This is an optimization exercise on Yosys and OpenROAD, whose aim is small area, a short achievable clock period and few clock cycles, not a production implementation. Function was checked by simulation only, so behaviour that the tests miss may differ from the original. Power and IR drop assume default switching activity.

==> design/flow/design.v <==
package gcne_pkg;
    localparam int INDEX_W     = 31;
    localparam int COORD_OUT_W = 10;
    localparam int CFG_REG_W   = 11;
    localparam int APB_DATA_W  = 32;
    localparam int APB_ADDR_W  = 4;
    localparam int NUM_SLOTS   = 27;
    localparam int SLOT_W      = 5;
    localparam int PLANE_SLOTS = 9;
    typedef logic [1:0] t_cfg_reg;
    localparam logic [1:0] REG_SIZE_I = 2'd0;
    localparam logic [1:0] REG_SIZE_J = 2'd1;
    localparam logic [1:0] REG_SIZE_K = 2'd2;
    typedef logic [1:0] t_off;
    localparam logic [1:0] OFF_ZERO = 2'd0;
    localparam logic [1:0] OFF_DEC  = 2'd1;
    localparam logic [1:0] OFF_INC  = 2'd2;
    typedef struct packed {
        t_off di;
        t_off dj;
        t_off dk;
    } t_slot_off;
    typedef struct packed {
        logic dec_i;
        logic inc_i;
        logic dec_j;
        logic inc_j;
        logic dec_k;
        logic inc_k;
    } t_nbr_flags;
    function automatic t_slot_off center_offset(logic [3:0] sub);
        t_slot_off o;
        case (sub)
            4'd0:    o = {OFF_ZERO, OFF_ZERO, OFF_ZERO};
            4'd1:    o = {OFF_ZERO, OFF_ZERO, OFF_INC};
            4'd2:    o = {OFF_ZERO, OFF_ZERO, OFF_DEC};
            4'd3:    o = {OFF_ZERO, OFF_INC, OFF_ZERO};
            4'd4:    o = {OFF_ZERO, OFF_INC, OFF_DEC};
            4'd5:    o = {OFF_ZERO, OFF_INC, OFF_INC};
            4'd6:    o = {OFF_ZERO, OFF_DEC, OFF_ZERO};
            4'd7:    o = {OFF_ZERO, OFF_DEC, OFF_DEC};
            4'd8:    o = {OFF_ZERO, OFF_DEC, OFF_INC};
            default: o = {OFF_ZERO, OFF_ZERO, OFF_ZERO};
        endcase
        center_offset = o;
    endfunction
    function automatic t_slot_off side_offset(logic [3:0] sub, t_off di);
        t_slot_off o;
        case (sub)
            4'd0:    o = {di, OFF_ZERO, OFF_ZERO};
            4'd1:    o = {di, OFF_DEC, OFF_ZERO};
            4'd2:    o = {di, OFF_DEC, OFF_DEC};
            4'd3:    o = {di, OFF_DEC, OFF_INC};
            4'd4:    o = {di, OFF_ZERO, OFF_DEC};
            4'd5:    o = {di, OFF_INC, OFF_ZERO};
            4'd6:    o = {di, OFF_INC, OFF_DEC};
            4'd7:    o = {di, OFF_INC, OFF_INC};
            4'd8:    o = {di, OFF_ZERO, OFF_INC};
            default: o = {di, OFF_ZERO, OFF_ZERO};
        endcase
        side_offset = o;
    endfunction
    function automatic t_slot_off slot_offset(int s);
        t_slot_off o;
        if (s < PLANE_SLOTS) o = center_offset(4'(s));
        else if (s < 2 * PLANE_SLOTS) o = side_offset(4'(s - PLANE_SLOTS), OFF_DEC);
        else o = side_offset(4'(s - 2 * PLANE_SLOTS), OFF_INC);
        slot_offset = o;
    endfunction
    function automatic logic axis_ok(t_off o, logic dec_ok, logic inc_ok);
        logic r;
        case (o)
            OFF_DEC: r = dec_ok;
            OFF_INC: r = inc_ok;
            default: r = 1'b1;
        endcase
        axis_ok = r;
    endfunction
    function automatic logic slot_allowed(t_slot_off o, t_nbr_flags f);
        slot_allowed = axis_ok(o.di, f.dec_i, f.inc_i) &
               axis_ok(o.dj, f.dec_j, f.inc_j) &
               axis_ok(o.dk, f.dec_k, f.inc_k);
    endfunction
    function automatic logic [2:0] off_val(t_off o);
        logic [2:0] r;
        case (o)
            OFF_DEC: r = 3'b111;
            OFF_INC: r = 3'b001;
            default: r = 3'b000;
        endcase
        off_val = r;
    endfunction
endpackage
module gcne_front #(
    parameter int MAX_DIM = 1024
) (
    input  logic                               i_clk,
    input  logic                               i_rst_n,
    input  logic                               i_req_valid,
    output logic                               o_req_ready,
    input  logic [gcne_pkg::INDEX_W-1:0]       i_req_cell_index,
    input  logic [$clog2(MAX_DIM)-1:0]         i_last_i,    
    input  logic [$clog2(MAX_DIM)-1:0]         i_last_j,
    input  logic [$clog2(MAX_DIM)-1:0]         i_last_k,
    input  logic                               i_size_zero,   
    input  logic                               i_cfg_wr,
    output logic                               o_job_valid,
    input  logic                               i_job_ready,
    input  logic                               i_job_busy,
    output logic                               o_job_ok,
    output gcne_pkg::t_nbr_flags               o_job_flags,
    output logic [$clog2(MAX_DIM)-1:0]         o_job_i,
    output logic [$clog2(MAX_DIM)-1:0]         o_job_j,
    output logic [$clog2(MAX_DIM)-1:0]         o_job_k
);
    localparam int CW = $clog2(MAX_DIM);
    localparam int SW = $clog2(MAX_DIM + 1);
    localparam int NW = $clog2(3 * CW + 1);
    function automatic logic [NW-1:0] bit_len(logic [CW-1:0] m);
        logic [NW-1:0] r;
        r = '0;
        for (int b = 0; b < CW; b++) begin
            if (m[b]) r = NW'(b + 1);
        end
        bit_len = r;
    endfunction
    logic [CW-1:0]   last_i;
    logic [CW-1:0]   last_j;
    logic [CW-1:0]   last_k;
    assign last_i = i_last_i;
    assign last_j = i_last_j;
    assign last_k = i_last_k;
    logic            r_dirty;    
    logic [NW-1:0]   r_wm1;      
    logic            r_wm1_z;    
    logic            r_zero;     
    logic [NW-1:0]   nbits;
    assign nbits = bit_len(last_i) + bit_len(last_j) + bit_len(last_k);
    always_ff @(posedge i_clk) begin
        if (!i_rst_n) begin
            r_dirty <= 1'b1;
        end else begin
            r_dirty <= i_cfg_wr;
        end
        r_wm1   <= (nbits == '0) ? '0 : nbits - NW'(1);
        r_wm1_z <= (nbits <= NW'(1));
        r_zero  <= i_size_zero;
    end
    logic            r_act;      
    logic [NW-1:0]   r_cnt;      
    logic            r_cnt_z;    
    logic            r_hi;       
    logic [NW-1:0]   sel;
    logic            last_tok;
    logic [gcne_pkg::INDEX_W-1:0] high_mask;
    logic            fetch;
    logic            stall;
    logic            r_a_valid;
    logic            r_a_bit;
    logic            r_a_first;
    logic            r_a_last;
    logic            r_a_rej;
    logic            a_free;
    logic            r_c_done;
    logic            r_rej_pend;   
    logic            b_hold;
    logic            r_b_valid;
    logic            r_b_last;
    always_comb begin
        for (int b = 0; b < gcne_pkg::INDEX_W; b++) begin
            high_mask[b] = (NW'(b) > r_wm1);
        end
    end
    always_ff @(posedge i_clk) begin
        r_hi <= r_zero || ((i_req_cell_index & high_mask) != '0);
    end
    assign sel      = r_act ? r_cnt : r_wm1;
    assign last_tok = r_act ? (r_cnt_z || r_hi) : r_wm1_z;
    assign a_free      = !r_a_valid || (!stall && !b_hold);
    assign o_req_ready = last_tok && !r_dirty &&
                         (!r_a_valid || ((!r_c_done || (!i_job_busy && !r_rej_pend)) && !b_hold));
    assign fetch       = i_req_valid && !r_dirty && a_free && (!last_tok || o_req_ready);
    always_ff @(posedge i_clk) begin
        if (!i_rst_n) begin
            r_act <= 1'b0;
        end else if (fetch) begin
            r_act <= !last_tok;
        end
    end
    always_ff @(posedge i_clk) begin
        if (fetch) begin
            r_cnt   <= (r_act ? r_cnt : r_wm1) - NW'(1);
            r_cnt_z <= ((r_act ? r_cnt : r_wm1) == NW'(1));
        end
    end
    always_ff @(posedge i_clk) begin
        if (!i_rst_n) begin
            r_a_valid <= 1'b0;
        end else if (a_free) begin
            r_a_valid <= fetch;
        end
    end
    always_ff @(posedge i_clk) begin
        if (fetch) begin
            r_a_bit   <= i_req_cell_index[sel];
            r_a_first <= !r_act;
            r_a_last  <= last_tok;
            r_a_rej   <= r_act ? r_hi : (r_zero || (i_req_cell_index[gcne_pkg::INDEX_W-1:1] != '0));
        end
    end
    logic            r_b_q;
    logic            r_b_first;
    logic            r_b_rej;
    logic [CW-1:0]   r_rem_j;
    logic [SW-1:0]   t1;
    logic [SW:0]     d1;
    assign t1 = {(r_a_first ? CW'(0) : r_rem_j), r_a_bit};
    assign d1 = {1'b0, t1} + {2'b11, ~last_j};
    assign b_hold = r_a_first && r_b_valid && r_b_last;
    always_ff @(posedge i_clk) begin
        if (!i_rst_n) begin
            r_b_valid <= 1'b0;
        end else if (!stall) begin
            r_b_valid <= r_a_valid && !b_hold;
        end
    end
    always_ff @(posedge i_clk) begin
        if (!stall && r_a_valid && !b_hold) begin
            r_rem_j   <= CW'(d1[SW] ? t1 : d1[SW-1:0]);
            r_b_q     <= !d1[SW];
            r_b_first <= r_a_first;
            r_b_last  <= r_a_last;
            r_b_rej   <= r_a_rej;
        end
    end
    logic [CW-1:0]   r_rem_i;
    logic [CW-1:0]   r_k;
    logic            r_ovf;
    logic            r_c_rej;
    logic [SW-1:0]   t2;
    logic [SW:0]     d2;
    logic            q2;
    logic [CW-1:0]   k_prev;
    logic            step_c;
    assign t2      = {(r_b_first ? CW'(0) : r_rem_i), r_b_q};
    assign d2      = {1'b0, t2} + {2'b11, ~last_i};
    assign q2      = !d2[SW];
    assign k_prev  = r_b_first ? CW'(0) : r_k;
    logic            c_ok;
    logic            convert;
    assign c_ok    = !r_c_rej && !r_ovf && (r_k <= last_k);
    assign convert = r_c_done && !c_ok && !r_rej_pend && !i_job_ready;
    assign stall   = r_c_done && !((i_job_ready && !r_rej_pend) || convert);
    always_ff @(posedge i_clk) begin
        if (!i_rst_n) begin
            r_rej_pend <= 1'b0;
        end else begin
            r_rej_pend <= convert || (r_rej_pend && !i_job_ready);
        end
    end
    assign step_c = r_b_valid && !stall;
    always_ff @(posedge i_clk) begin
        if (!i_rst_n) begin
            r_c_done <= 1'b0;
        end else if (!stall) begin
            r_c_done <= r_b_valid && r_b_last;
        end
    end
    always_ff @(posedge i_clk) begin
        if (step_c) begin
            r_rem_i <= CW'(q2 ? d2[SW-1:0] : t2);
            r_k     <= {k_prev[CW-2:0], q2};
            r_ovf   <= (!r_b_first && r_ovf) || k_prev[CW-1];
            r_c_rej <= r_b_rej;
        end
    end
    assign o_job_valid       = r_c_done || r_rej_pend;
    assign o_job_ok          = c_ok && !r_rej_pend;
    assign o_job_i           = r_rem_i;
    assign o_job_j           = r_rem_j;
    assign o_job_k           = r_k;
    assign o_job_flags.dec_i = (r_rem_i != '0);
    assign o_job_flags.inc_i = (r_rem_i != last_i);
    assign o_job_flags.dec_j = (r_rem_j != '0);
    assign o_job_flags.inc_j = (r_rem_j != last_j);
    assign o_job_flags.dec_k = (r_k != '0);
    assign o_job_flags.inc_k = (r_k != last_k);
endmodule
module gcne_back #(
    parameter int COORD_W = 10
) (
    input  logic                 i_clk,
    input  logic                 i_rst_n,
    input  logic                 i_job_valid,
    output logic                 o_job_ready,
    input  logic                 i_job_ok,
    input  gcne_pkg::t_nbr_flags i_job_flags,
    input  logic [COORD_W-1:0]   i_job_i,
    input  logic [COORD_W-1:0]   i_job_j,
    input  logic [COORD_W-1:0]   i_job_k,
    output logic                 o_res_valid,
    input  logic                 i_res_ready,
    output logic [gcne_pkg::COORD_OUT_W-1:0] o_res_cell_i,
    output logic [gcne_pkg::COORD_OUT_W-1:0] o_res_cell_j,
    output logic [gcne_pkg::COORD_OUT_W-1:0] o_res_cell_k,
    output logic                 o_res_valid_res,
    output logic                 o_res_last
);
    localparam int PS = gcne_pkg::PLANE_SLOTS;
    typedef struct packed {
        gcne_pkg::t_slot_off off;     
        logic [8:0]          step;    
        logic                last;    
    } t_walk;
    function automatic logic [3:0] plane_jk(logic is_side, int p);
        gcne_pkg::t_slot_off o;
        o = is_side ? gcne_pkg::side_offset(4'(p), gcne_pkg::OFF_ZERO)
                    : gcne_pkg::center_offset(4'(p));
        plane_jk = {o.dj, o.dk};
    endfunction
    function automatic logic jk_ok(logic [3:0] jk, gcne_pkg::t_nbr_flags f);
        jk_ok = gcne_pkg::axis_ok(jk[3:2], f.dec_j, f.inc_j) &
                gcne_pkg::axis_ok(jk[1:0], f.dec_k, f.inc_k);
    endfunction
    function automatic logic [2:0] off_step(gcne_pkg::t_off a, gcne_pkg::t_off b);
        logic [2:0] r;
        case ({a, b})
            {gcne_pkg::OFF_ZERO, gcne_pkg::OFF_DEC}:  r = 3'b111;
            {gcne_pkg::OFF_ZERO, gcne_pkg::OFF_INC}:  r = 3'b001;
            {gcne_pkg::OFF_DEC,  gcne_pkg::OFF_ZERO}: r = 3'b001;
            {gcne_pkg::OFF_DEC,  gcne_pkg::OFF_INC}:  r = 3'b010;
            {gcne_pkg::OFF_INC,  gcne_pkg::OFF_ZERO}: r = 3'b111;
            {gcne_pkg::OFF_INC,  gcne_pkg::OFF_DEC}:  r = 3'b110;
            default:                                  r = 3'b000;
        endcase
        off_step = r;
    endfunction
    function automatic t_walk walk(gcne_pkg::t_slot_off c, gcne_pkg::t_nbr_flags f);
        t_walk          w;
        logic           side;
        logic [3:0]     pos;
        logic [PS-1:0]  cand;
        logic           found;
        logic           two;
        logic           jk_any;
        side   = (c.di != gcne_pkg::OFF_ZERO);
        jk_any = f.dec_j | f.inc_j | f.dec_k | f.inc_k;
        pos    = '0;
        for (int p = 0; p < PS; p++) begin
            if ({c.dj, c.dk} == plane_jk(side, p)) pos = 4'(p);
        end
        for (int p = 0; p < PS; p++) begin
            cand[p] = (4'(p) > pos) && jk_ok(plane_jk(side, p), f);
        end
        found = 1'b0;
        two   = 1'b0;
        w.off = '0;
        for (int p = 0; p < PS; p++) begin
            if (cand[p]) begin
                if (found) two = 1'b1;
                else w.off = {c.di, plane_jk(side, p)};
                found = 1'b1;
            end
        end
        if (found) begin
            w.last = !two &&
                     !((c.di == gcne_pkg::OFF_ZERO) && (f.dec_i || f.inc_i)) &&
                     !((c.di == gcne_pkg::OFF_DEC) && f.inc_i);
        end else begin
            w.off  = {((c.di == gcne_pkg::OFF_ZERO) && f.dec_i) ? gcne_pkg::OFF_DEC
                                                                : gcne_pkg::OFF_INC,
                      gcne_pkg::OFF_ZERO, gcne_pkg::OFF_ZERO};
            w.last = !jk_any && !((w.off.di == gcne_pkg::OFF_DEC) && f.inc_i);
        end
        w.step = {off_step(c.di, w.off.di), off_step(c.dj, w.off.dj), off_step(c.dk, w.off.dk)};
        walk = w;
    endfunction
    function automatic logic [COORD_W-1:0] add_step(logic [COORD_W-1:0] x, logic [2:0] d);
        add_step = x + {{(COORD_W-3){d[2]}}, d};
    endfunction
    logic                   r_valid;
    logic                   r_last;
    logic                   r_vres;
    logic [COORD_W-1:0]     r_i;
    logic [COORD_W-1:0]     r_j;
    logic [COORD_W-1:0]     r_k;
    gcne_pkg::t_nbr_flags   r_flags;
    gcne_pkg::t_slot_off    r_noff;     
    logic [8:0]             r_nstep;    
    logic                   r_nlast;    
    t_walk                  w_run;
    t_walk                  w_load;
    t_walk                  w;
    logic                   adv;
    logic                   more;
    logic                   step;
    logic                   load;
    assign w_run  = walk(r_noff, r_flags);
    assign w_load = walk('0, i_job_flags);
    assign w      = more ? w_run : w_load;
    assign adv         = !r_valid || i_res_ready;
    assign more        = r_valid && !r_last;
    assign step        = adv && more;
    assign o_job_ready = adv && !more;
    assign load        = i_job_valid && o_job_ready;
    assign o_res_valid     = r_valid;
    assign o_res_cell_i    = r_i;
    assign o_res_cell_j    = r_j;
    assign o_res_cell_k    = r_k;
    assign o_res_valid_res = r_vres;
    assign o_res_last      = r_last;
    always_ff @(posedge i_clk) begin
        if (!i_rst_n) begin
            r_valid <= 1'b0;
        end else if (adv) begin
            r_valid <= more || i_job_valid;
        end
    end
    always_ff @(posedge i_clk) begin
        if (step) begin
            r_last  <= r_nlast;
            r_i     <= add_step(r_i, r_nstep[8:6]);
            r_j     <= add_step(r_j, r_nstep[5:3]);
            r_k     <= add_step(r_k, r_nstep[2:0]);
            r_noff  <= w.off;
            r_nstep <= w.step;
            r_nlast <= w.last;
        end else if (load) begin
            r_flags <= i_job_flags;
            r_vres  <= i_job_ok;
            r_last  <= !i_job_ok || (i_job_flags == '0);
            r_i     <= i_job_ok ? i_job_i : '0;
            r_j     <= i_job_ok ? i_job_j : '0;
            r_k     <= i_job_ok ? i_job_k : '0;
            r_noff  <= w.off;
            r_nstep <= w.step;
            r_nlast <= w.last;
        end
    end
endmodule
module grid_cell_neighbor_enumerator #(
    parameter int MAX_DIM = 1024
) (
    input  logic                            i_clk,
    input  logic                            i_rst_n,
    input  logic                            req_valid,
    output logic                            req_ready,
    input  logic [gcne_pkg::INDEX_W-1:0]    req_cell_index,
    output logic                            res_valid,
    input  logic                            res_ready,
    output logic [gcne_pkg::COORD_OUT_W-1:0] res_cell_i,
    output logic [gcne_pkg::COORD_OUT_W-1:0] res_cell_j,
    output logic [gcne_pkg::COORD_OUT_W-1:0] res_cell_k,
    output logic                            res_valid_res,
    output logic                            res_last,
    input  logic                            psel,
    input  logic                            penable,
    input  logic                            pwrite,
    input  logic [gcne_pkg::APB_ADDR_W-1:0] paddr,
    input  logic [gcne_pkg::APB_DATA_W-1:0] pwdata,
    output logic [gcne_pkg::APB_DATA_W-1:0] prdata,
    output logic                            pready
);
    localparam int CW = $clog2(MAX_DIM);
    localparam int SW = $clog2(MAX_DIM + 1);
    logic [gcne_pkg::CFG_REG_W-1:0] r_szm_i;
    logic [gcne_pkg::CFG_REG_W-1:0] r_szm_j;
    logic [gcne_pkg::CFG_REG_W-1:0] r_szm_k;
    logic [gcne_pkg::CFG_REG_W-1:0] wr_m;
    logic [CW-1:0]        last_i;
    logic [CW-1:0]        last_j;
    logic [CW-1:0]        last_k;
    logic                 size_zero;
    logic                 cfg_wr;
    gcne_pkg::t_cfg_reg   cfg_sel;
    logic                 job_valid;
    logic                 job_ready;
    logic                 job_ok;
    gcne_pkg::t_nbr_flags job_flags;
    logic [CW-1:0]        job_i;
    logic [CW-1:0]        job_j;
    logic [CW-1:0]        job_k;
    assign pready  = 1'b1;
    assign cfg_wr  = psel && penable && pwrite;
    assign cfg_sel = paddr[3:2];
    assign wr_m = pwdata[gcne_pkg::CFG_REG_W-1:0] - gcne_pkg::CFG_REG_W'(1);
    logic [gcne_pkg::CFG_REG_W-1:0] sz_d;
    logic                           ld_i;
    logic                           ld_j;
    logic                           ld_k;
    assign sz_d = i_rst_n ? wr_m : '0;
    assign ld_i = !i_rst_n || (cfg_wr && (cfg_sel == gcne_pkg::REG_SIZE_I));
    assign ld_j = !i_rst_n || (cfg_wr && (cfg_sel == gcne_pkg::REG_SIZE_J));
    assign ld_k = !i_rst_n || (cfg_wr && (cfg_sel == gcne_pkg::REG_SIZE_K));
    always_ff @(posedge i_clk) begin
        if (ld_i) r_szm_i <= sz_d;
        if (ld_j) r_szm_j <= sz_d;
        if (ld_k) r_szm_k <= sz_d;
    end
    logic [gcne_pkg::CFG_REG_W-1:0] r_rdata;
    logic [gcne_pkg::CFG_REG_W-1:0] rd_m;
    always_comb begin
        case (cfg_sel)
            gcne_pkg::REG_SIZE_I: rd_m = r_szm_i;
            gcne_pkg::REG_SIZE_J: rd_m = r_szm_j;
            gcne_pkg::REG_SIZE_K: rd_m = r_szm_k;
            default:    rd_m = '1;
        endcase
    end
    always_ff @(posedge i_clk) begin
        r_rdata <= rd_m + gcne_pkg::CFG_REG_W'(1);
    end
    assign prdata = gcne_pkg::APB_DATA_W'(r_rdata);
    function automatic logic [CW-1:0] clamp_last(logic [gcne_pkg::CFG_REG_W-1:0] m);
        clamp_last = (m >= gcne_pkg::CFG_REG_W'(MAX_DIM)) ? CW'(MAX_DIM - 1) : m[CW-1:0];
    endfunction
    assign last_i    = clamp_last(r_szm_i);
    assign last_j    = clamp_last(r_szm_j);
    assign last_k    = clamp_last(r_szm_k);
    assign size_zero = (r_szm_i == '1) || (r_szm_j == '1) || (r_szm_k == '1);
    gcne_front #(
        .MAX_DIM (MAX_DIM)
    ) u_front (
        .i_clk            (i_clk),
        .i_rst_n          (i_rst_n),
        .i_req_valid      (req_valid),
        .o_req_ready      (req_ready),
        .i_req_cell_index (req_cell_index),
        .i_last_i         (last_i),
        .i_last_j         (last_j),
        .i_last_k         (last_k),
        .i_size_zero      (size_zero),
        .i_cfg_wr         (cfg_wr),
        .o_job_valid      (job_valid),
        .i_job_ready      (job_ready),
        .i_job_busy       (res_valid),
        .o_job_ok         (job_ok),
        .o_job_flags      (job_flags),
        .o_job_i          (job_i),
        .o_job_j          (job_j),
        .o_job_k          (job_k)
    );
    gcne_back #(
        .COORD_W (CW)
    ) u_back (
        .i_clk           (i_clk),
        .i_rst_n         (i_rst_n),
        .i_job_valid     (job_valid),
        .o_job_ready     (job_ready),
        .i_job_ok        (job_ok),
        .i_job_flags     (job_flags),
        .i_job_i         (job_i),
        .i_job_j         (job_j),
        .i_job_k         (job_k),
        .o_res_valid     (res_valid),
        .i_res_ready     (res_ready),
        .o_res_cell_i    (res_cell_i),
        .o_res_cell_j    (res_cell_j),
        .o_res_cell_k    (res_cell_k),
        .o_res_valid_res (res_valid_res),
        .o_res_last      (res_last)
    );
endmodule
==> design/flow/flow/run.sh <==
#!/bin/bash
# The standard layout, with the port buffers inserted as the smallest buffer cell
# (resizing then sizes them up where timing needs it). Every input and output port
# still gets its own buffer.
set -euo pipefail
export BUFFER_PORTS_ARGS="-buffer_cell sky130_fd_sc_hd__buf_1"
bash standard.sh finish > standard_flow.log 2>&1
==> design/flow/standard.sh <==
#!/bin/bash
# synth_recipe.tcl (not shown) runs the flow's synth.tcl, then flattens the netlist and writes it again
# the make line also repeats each setting of config.mk as NAME=value (left out here)
make -C /OpenROAD-flow-scripts/flow DESIGN_CONFIG=/design/flow/config.mk WORK_HOME=/design/flow/orfs CLKGATE_MAP_FILE= SYNTH_SCRIPT=/design/flow/synth_recipe.tcl "${@:-finish}"
==> design/flow/config.mk <==
export PLATFORM = sky130hd
export DESIGN_NAME = grid_cell_neighbor_enumerator
export DESIGN_NICKNAME = grid_cell_neighbor_enumerator
export VERILOG_FILES = /design/flow/design.v
export SDC_FILE = /design/flow/constraint.sdc
export NUM_CORES = 4
export LEC_CHECK = 0
export ABC_AREA = 1
export CAP_MARGIN = 20
export CORE_MARGIN = 2
export CORE_UTILIZATION = 55
export CTS_BUF_LIST = sky130_fd_sc_hd__clkbuf_4 sky130_fd_sc_hd__clkbuf_8
export SETUP_SLACK_MARGIN = 5.0
export SLEW_MARGIN = 20
==> design/flow/constraint.sdc <==
create_clock -name core_clock -period 8.0 [get_ports {i_clk}]
set_input_delay 1.6000 -clock core_clock [delete_from_list [all_inputs] [get_ports {i_clk}]]
set_output_delay 1.6000 -clock core_clock [all_outputs]
set_load 0.01 [all_outputs]
==> summary.txt <==
## synth_stat cells (4+ instances only)
cell type / number
sky130_fd_sc_hd__clkinv_1: 5
sky130_fd_sc_hd__edfxtp_1: 133
sky130_fd_sc_hd__nor2_1: 189
sky130_fd_sc_hd__nand2_2: 7
sky130_fd_sc_hd__a31oi_1: 7
sky130_fd_sc_hd__nor3_1: 32
sky130_fd_sc_hd__xor2_1: 41
sky130_fd_sc_hd__nand4_1: 20
sky130_fd_sc_hd__o21ai_0: 113
sky130_fd_sc_hd__a221oi_1: 5
sky130_fd_sc_hd__inv_1: 189
sky130_fd_sc_hd__or2_2: 9
sky130_fd_sc_hd__dfxtp_1: 26
sky130_fd_sc_hd__nand2_1: 223
sky130_fd_sc_hd__ha_1: 68
sky130_fd_sc_hd__buf_4: 22
sky130_fd_sc_hd__nand3_1: 50
sky130_fd_sc_hd__nor4_1: 18
sky130_fd_sc_hd__o22ai_1: 29
sky130_fd_sc_hd__o211ai_1: 13
sky130_fd_sc_hd__buf_2: 7
sky130_fd_sc_hd__clkbuf_1: 18
sky130_fd_sc_hd__a21oi_1: 74
sky130_fd_sc_hd__fa_1: 10
sky130_fd_sc_hd__o31ai_1: 5
sky130_fd_sc_hd__nor2_2: 5
sky130_fd_sc_hd__o21bai_1: 4
sky130_fd_sc_hd__xnor2_1: 8
sky130_fd_sc_hd__inv_2: 6
## metrics by stage
stage | cell area (um2) | utilization [%] | hold WS (ns)
finish | 13150 | 65.20 | 0.4417
global route | 13150 | 65.20 | 0.4632
floorplan | 11420 | - | 0.4003
detailed placement | 11860 | 58.79 | 0.4062
global placement | 11860 | 58.79 | 0.4018
CTS | 12750 | 63.24 | 0.4419
## registers in the layout (all words and copies together), names as in the netlist, 6 cells and up
name and cells:
r_rdata 11, u_back.r_flags 6, u_back.r_nstep 9, u_back.r_noff 6, u_front.r_rem_j 10, u_front.r_k 10, r_szm_k 11, u_back.r_i 10
r_szm_i 11, u_front.r_rem_i 10, r_szm_j 11, u_back.r_k 10, u_back.r_j 10
## layout make-up
type	count	area, um2
inverter	201	792.0
fill	1775	7018
timing repair buffer	148	808.3
multi-input combinational	1007	6271
sequential	159	4521
tap	270	337.8
timing repair inverter	2	13.76
clock inverter	15	173.9
clock buffer	17	234.0
## worst max-delay path, cell delays in order, from the launching register on
cell and delay [ns]:
sky130_fd_sc_hd__edfxtp_1 0.53, sky130_fd_sc_hd__buf_6 0.16, sky130_fd_sc_hd__nor2_4 0.03, sky130_fd_sc_hd__buf_4 0.14
sky130_fd_sc_hd__nand2_1 0.06, sky130_fd_sc_hd__nand2_1 0.05, sky130_fd_sc_hd__nand2_1 0.06, sky130_fd_sc_hd__nand2_1 0.05
sky130_fd_sc_hd__nand2_1 0.05, sky130_fd_sc_hd__nand2_1 0.05, sky130_fd_sc_hd__nand2_1 0.07, sky130_fd_sc_hd__nand2_2 0.06
sky130_fd_sc_hd__fa_2 0.42, sky130_fd_sc_hd__inv_2 0.09, sky130_fd_sc_hd__ha_4 0.13, sky130_fd_sc_hd__inv_2 0.03
sky130_fd_sc_hd__fa_2 0.56, sky130_fd_sc_hd__inv_2 0.06, sky130_fd_sc_hd__nor2_4 0.11, sky130_fd_sc_hd__nand2_2 0.07
sky130_fd_sc_hd__nor2_4 0.15, sky130_fd_sc_hd__nor2_1 0.07
## cells in the final DEF (no fill, tap or decap), drive strengths merged, types with 3 or more instances in the layout
cell | synthesis | routed
nor2 | 198 | 199
a21oi | 75 | 75
nand3b | 3 | 3
clkinvlp | 0 | 3
nand4 | 21 | 21
edfxtp | 133 | 133
nand2 | 231 | 232
a221oi | 5 | 5
o221ai | 3 | 3
ha | 68 | 68
o21bai | 4 | 4
buf | 32 | 146
nor4 | 18 | 18
fa | 10 | 10
o211ai | 15 | 15
inv | 196 | 204
o22ai | 29 | 29
or2 | 9 | 9
o21ai | 116 | 116
xor2 | 41 | 41
xnor2 | 8 | 8
a31oi | 7 | 7
nor3 | 33 | 33
conb | 2 | 22
clkbuf | 18 | 19
clkinv | 5 | 9
dfxtp | 26 | 26
nand3 | 56 | 56
o31ai | 5 | 5
## per-layer routing
| metal | part of all wire, % | vias to the layer above | wire length, um | global-route usage [%] |
|---|---|---|---|---|
| li1 | - | 5029 | - | - |
| met4 | 2.4 | 0 | 694 | 9.279 |
| met1 | 45 | 4633 | 13210 | 37.31 |
| met5 | 0 | - | 0 | 0 |
| met2 | 48 | 310 | 14020 | 44.23 |
| met3 | 4.8 | 45 | 1395 | 3.602 |
## power by group
| group | switching, mW | internal (mW) | leakage, nW | total [mW] |
|---|---|---|---|---|
| clock | 0.349 | 0.289 | 0.212 | 0.638 |
| combinational | 0.335 | 0.194 | 3.88 | 0.530 |
| sequential | 0.0646 | 0.952 | 1.45 | 1.02 |
## cells by family (layout without fill, tap and decap cells)
logic type	count (synthesis)	in the layout	share of synthesized area (%)
simple gates	576	578	22.98
fa+ha+maj	78	78	9.334
compound gates	280	280	14.45
xor+xnor	49	49	3.812
other cells	2	22	0.06670
flops	159	159	40.09
buf+inv	251	383	9.268
## timing repair
item	in CTS	in global routing
pin swaps	16	23
buffers inserted	27	20
hold endpoints to repair	0	0
gates cloned	4	1
setup endpoints to repair	169	169
resized for setup	81	55
## path summary, 6_finish.rpt
path	from	to	depth (start not counted)
min reg2reg	u_front.r_b_rej	u_front.r_c_rej	0
max reg2reg	r_szm_k[10]	u_front.r_wm1[1]	21
min	u_front.r_b_rej	u_front.r_c_rej	0
max	r_szm_k[10]	u_front.r_wm1[1]	21
==> summary.txt <==
Logic synthesis
The library cell with the largest summed area after synthesis is sky130_fd_sc_hd__edfxtp_1. Of the post-synthesis cell area, the dominant cell type holds 35.47%. In this run, synthesis produced a sequential element count of 159. By area the synthesized netlist is led by sky130_fd_sc_hd__edfxtp_1 (35%), sky130_fd_sc_hd__ha_1 (7.6%), sky130_fd_sc_hd__nand2_1 (7.4%). Counting flops with a built-in enable in the synthesized netlist gives 133. Synthesis instantiated 64 different standard cells from the library. The number of standard cells after synthesis is 1,395. The average size of a mapped cell is 8.071 um2. The sequential element share of the synthesized area is 40.09%. The mapped cell area is 11,260 um2. During synthesis, Yosys emitted a total of 3 warnings. For this run, the leading register cell type out of synthesis is sky130_fd_sc_hd__edfxtp_1.

The share of flip-flops with an asynchronous set or reset is 0%.

Placed design
Port buffering added 95 buffers. The total placed cells including tap cells is 1,735. The HPWL after detailed placement is 21,380 um.

At the placement stage, the worst setup path has a slack of 4.003 ns. The final estimated routing congestion in global placement is 0.9229.

Timing
The final max-slew violation count is 0. Based on the critical path, the design can be clocked at up to 322.8 MHz. The clock arrives with 0.02130 ns of skew.

The final-layout setup total negative slack is 0 ns. The number of endpoints with negative hold slack in the final report was 0. The setup-violating endpoint count in the final report is 0. The shortest period the worst path allows is 3.098 ns. Setup repair after global routing could not meet its margin everywhere.

The normalized max-slew margin is 39.89%. For the pin with the worst max-slew slack, the measured transition is 0.8956 ns. The setup slack of the critical path after layout is 4.902 ns. The final clock period utilization by the worst path is 38.72%.

Clock network
Clock-pin slew was measured on the worst setup and hold paths at 0.10 ns. The number of clock sinks is 159. The buffer depth of the longest clock path is 2. TritonCTS created 17 clock buffers. The total number of H-tree levels is 4. TritonCTS built the clock tree. For this design, the CTS-stage hold fixing added 0 buffers. The clock root buffer is sky130_fd_sc_hd__clkbuf_8. The later pin in the worst-skew pair is clocked with a latency of 0.48 ns.

GRT
The maximum number of pins on one net before global-route repair is 48. The initial antenna violation count is 0. Summed over all layers, the global routing overflow is 0. The first global-routing pass estimated 46,860 um of wire. The number of global-route vias before repair is 9,311. Global routing used 27.05% of the available tracks.

Drt
The count of nets left with antenna violations once routing finished came out at 0. The first TritonRoute pass finished after 6 iterations. In the routed design, unresolved DRC markers number 0. The average detailed-routed wire length per instance is 16.12 um. Dividing the detail-routed via count by the number of cells gives 5.507. The total number of vias is 10,020. The first routing iteration left 791 violations. For this block, the routed nets add up to 29,320 um of wire.

Critical path
The worst setup path is captured at a flip-flop. STA classifies the critical path startpoint as a flip-flop. The data arrival at the endpoint of the critical path is 3.46 ns. The maximum fanout encountered on the critical timing path is 5. The critical path is of the flip-flop to flip-flop type. At the worst endpoint, the required time is 8.37 ns. The setup check on the worst reg-to-reg path leaves a slack of 4.90 ns.

Die
The die outline width is 147.1 um. During I/O placement, the number of pins put on the boundary was 141. The cell row count is 52.

The full die area is 21,630 um2. The die is 147.1 um tall. The region available for standard cell placement spans 20,170 um2.

The effective utilization at floorplan is 55.83%.

Finish
The number of antenna repair diodes is 0. The layout overhead on the synthesized area is 16.80%. For this run, the post-layout net count is 1,688.

The share of final-layout standard cells stronger than drive strength 1 is 15.30%. For this run, the number of standard cells in the final layout without fillers is 1,819.

Power and ir drop
The peak supply drop is 136.9 uV. Dividing total power by cell area gives a power density of 166.1 nW/um2. The overall power is 2.184 mW. The leakage power is 5.537 nW.

Hold path
The class of the worst hold path is flip-flop to flip-flop.

Run status
The flow ran to the end and the layout has no timing, DRC or antenna violations.

Flow run
Across the run, the number of max-cap violations was 0.
Testbench counts, summed over its fixed seeds: cycles 126,644.

## static timing again, ports no longer ideal
The results above use ideal ports. As a check the final layout listed here was re-extracted and re-timed, cells and wires unchanged. Step 1 assumes that a clkbuf_16 drives the clock port and a buf_2 every other input. Step 2 also shifts input and output timing later by t, the mid clock arrival at the registers, as if the neighbouring blocks saw the same clock. Slacks: ideal ports / drivers / drivers and shift; pairs: ideal ports / drivers.
shift t [ns]: 0.514
setup WS [ns]: 4.902 / 4.902 / 4.606
clock arrival spread, ns: 0.022 / 0.022
After both steps this run still meets setup and hold. The setup slack of this run moves by 0.000 ns with the drivers and by -0.296 ns with both steps.
